This design comes from an exercise in tuning for small area, a short achievable clock period and few clock cycles on the open sky130 flow, not from production work. Power and IR drop assume default switching activity.

## infix_to_prefix_converter_unit
module infix_to_prefix_converter_unit (
  input  logic       clk_i,
  input  logic       rst_ni,
  input  logic       s_axis_tvalid,
  output logic       s_axis_tready,
  input  logic [7:0] s_axis_tdata,    
  input  logic       s_axis_tlast,
  output logic       m_axis_tvalid,
  input  logic       m_axis_tready,
  output logic [7:0] m_axis_tdata,    
  output logic       m_axis_tlast,
  output logic [1:0] m_axis_tuser     
);
Size: about 5100 cells after synthesis, roughly 71000 um^2 of cells after synthesis.
clock: 6.0 ns
lec_check: 0
cap_margin: 20
core_margin: 2
core_utilization: 30
setup_slack_margin: 3.5
slew_margin: 20
tns_end_percent: 30
run.sh (not shown) runs the stock make flow with config.mk's settings and CLKGATE_MAP_FILE= SYNTH_SCRIPT=/design/flow/synth_recipe.tcl, a recipe that flattens the netlist after the stock synthesis.
Rerun with:
--- a/flow/design.v
+++ b/flow/design.v
@@ -198,25 +198,25 @@
         if (s_axis_tlast && a_full) begin
           wa_q <= abase_q;           
         end else if (!a_full) begin
           wa_q <= wa_q + 7'd1;
           if (s_axis_tlast) abase_q <= wa_q + 7'd1;
         end
       end
     end
   end
   assign qa_cnt_d = qa_cnt_q + {2'b0, qa_push} - {2'b0, qa_pop};
   always_ff @(posedge clk_i or negedge rst_ni) begin
     if (!rst_ni) begin
-      tready_q <= 1'b1;
+      tready_q <= 1'b0;
     end else begin
       tready_q <= (qa_cnt_d != 3'(QA)) && (aovf_d || acnt_d[6] || !used_d[6]);
     end
   end
   always_ff @(posedge clk_i) begin
     if (s_fire) aprev_q <= s_axis_tdata;
   end
   always_ff @(posedge clk_i or negedge rst_ni) begin
     if (!rst_ni) begin
       wqa_v_q <= 1'b0;
       wqb_v_q <= 1'b0;
     end else begin
@@ -232,26 +232,26 @@
     wqb_l_q <= oh8(wp_q[2:0]);
     wqb_d_q <= ram_wdb;
   end
   always_ff @(posedge clk_i or negedge rst_ni) begin
     if (!rst_ni) begin
       used_q   <= '0;
       qa_cnt_q <= '0;
       qa_h_q   <= '0;
       qa_t_q   <= '0;
     end else begin
       used_q   <= used_d;
       qa_cnt_q <= qa_cnt_d;
-      qa_h_q   <= qa_h_q + $bits(qa_h_q)'(qa_pop);
-      qa_t_q   <= qa_t_q + $bits(qa_t_q)'(qa_push);
+      if (qa_pop)  qa_h_q <= qa_h_q + 1'b1;
+      if (qa_push) qa_t_q <= qa_t_q + 1'b1;
     end
   end
   always_ff @(posedge clk_i) begin
     if (qa_cnt_q != 3'(QA)) begin
       qa_b_q[qa_t_q] <= a_full ? abase_q : (wa_q + 7'd1);
       qa_n_q[qa_t_q] <= qa_push_n;
       qa_o_q[qa_t_q] <= a_full;
       qa_c_q[qa_t_q] <= s_axis_tdata;
       qa_p_q[qa_t_q] <= aprev_q;
     end
   end
   logic [6:0] hq_b, hq_n;
@@ -589,42 +589,44 @@
   logic       cx_v_q;
   logic [7:0] cx_d_q;
   logic       cx_l_q;
   logic       c_room;
   logic       o_pop;
   logic       c_take;
   logic       c_rd;
   logic       c_add;
   logic [7:0] lo_d;
   logic       lo_l;
   logic [1:0] lo_u;
   logic       c_last;
-  logic [6:0] cf;
   logic [5:0] qc_lo6;
   assign c_room = !(ov_q && e1v_q);
   assign o_pop  = ov_q && m_axis_tready;
   assign c_take = c_room && cx_v_q;
   assign c_rd   = c_run_q && (!cx_v_q || c_take);
   assign c_last = ((cp_q + 7'd1) == cend_q);
   assign qc_pop = !c_run_q && (qc_cnt_q != 2'd0) && (!qc_s_q[0] || (c_room && !cx_v_q));
   assign c_add  = c_take || (qc_pop && qc_s_q[0]);
   assign lo_d   = cx_v_q ? cx_d_q : 8'h00;
   assign lo_l   = cx_v_q ? cx_l_q : 1'b1;
   assign lo_u   = cx_v_q ? STAT_OK : qc_st_q[0];
   assign qc_lo6 = qc_lo_q[0][5:0];
-  logic [6:0] used_p1;
-  assign cf      = c_rd ? 7'd1 : (qc_pop ? qc_fr_q[0] : 7'd0);
+  logic [6:0] used_p1, used_m1, used_f, used_pf;
   assign used_p1 = used_q + 7'd1;
+  assign used_m1 = used_q - 7'd1;
+  assign used_f  = used_q - qc_fr_q[0];
+  assign used_pf = used_p1 - qc_fr_q[0];
   always_comb begin
-    used_d = ram_wea ? (used_p1 - cf) : (used_q - cf);
+    if (ram_wea) used_d = c_rd ? used_q : (qc_pop ? used_pf : used_p1);
+    else         used_d = c_rd ? used_m1 : (qc_pop ? used_f : used_q);
     if (a_rel) used_d[6] = !used_d[6];
   end
   always_ff @(posedge clk_i or negedge rst_ni) begin
     if (!rst_ni) begin
       c_run_q <= 1'b0;
       cp_q    <= '0;
       cx_v_q  <= 1'b0;
       ov_q    <= 1'b0;
       e1v_q   <= 1'b0;
     end else begin
       if (c_run_q) begin
         if (c_rd) begin
Result: Worst hold slack gets worse by 0.011 ns; sequential power barely changes; clock-buffer cell count goes down by 12; sequential cell count does not change; core utilization climbs by 0.54 points; critical path depth decreases by 12; area after synthesis went up by 0.52%; global-route usage is about the same; clock power grows by about 0.5%; routed wire length grows by 5.6%.
No run of this note included a check of the RTL's function; only the layout flow was run.

[re-timing with driven ports]
The flow's constraints put no driver on any port. The routed layouts listed below were extracted and timed again, unchanged, in two steps. Step 1 sets driving cells, clkbuf_16 on the clock port and buf_2 on the other inputs (assumed; they add their load-dependent delay and slew). Step 2 moves the port delays by t, midway between the first and last clock arrival at a register: inputs arrive t later, outputs are due t later. That takes back most of the time a late clock gives input paths. Slacks: ideal / step 1 / step 2; pairs: ideal / step 1.
| run | t, ns | setup WS [ns] | worst hold slack (ns) | clock arrival spread, ns |
|---|---|---|---|---|
| the first run | 0.875 | 2.960 / 2.960 / 2.437 | 0.369 / 0.369 / 0.369 | 0.038 / 0.038 |
| the second run | 0.875 | 3.157 / 3.157 / 2.747 | 0.359 / 0.351 / 0.364 | 0.063 / 0.063 |
After both steps every run listed still meets setup and hold. The setup slack of the first run, which loses most, moves by 0.000 ns with the drivers and by -0.523 ns with both steps.
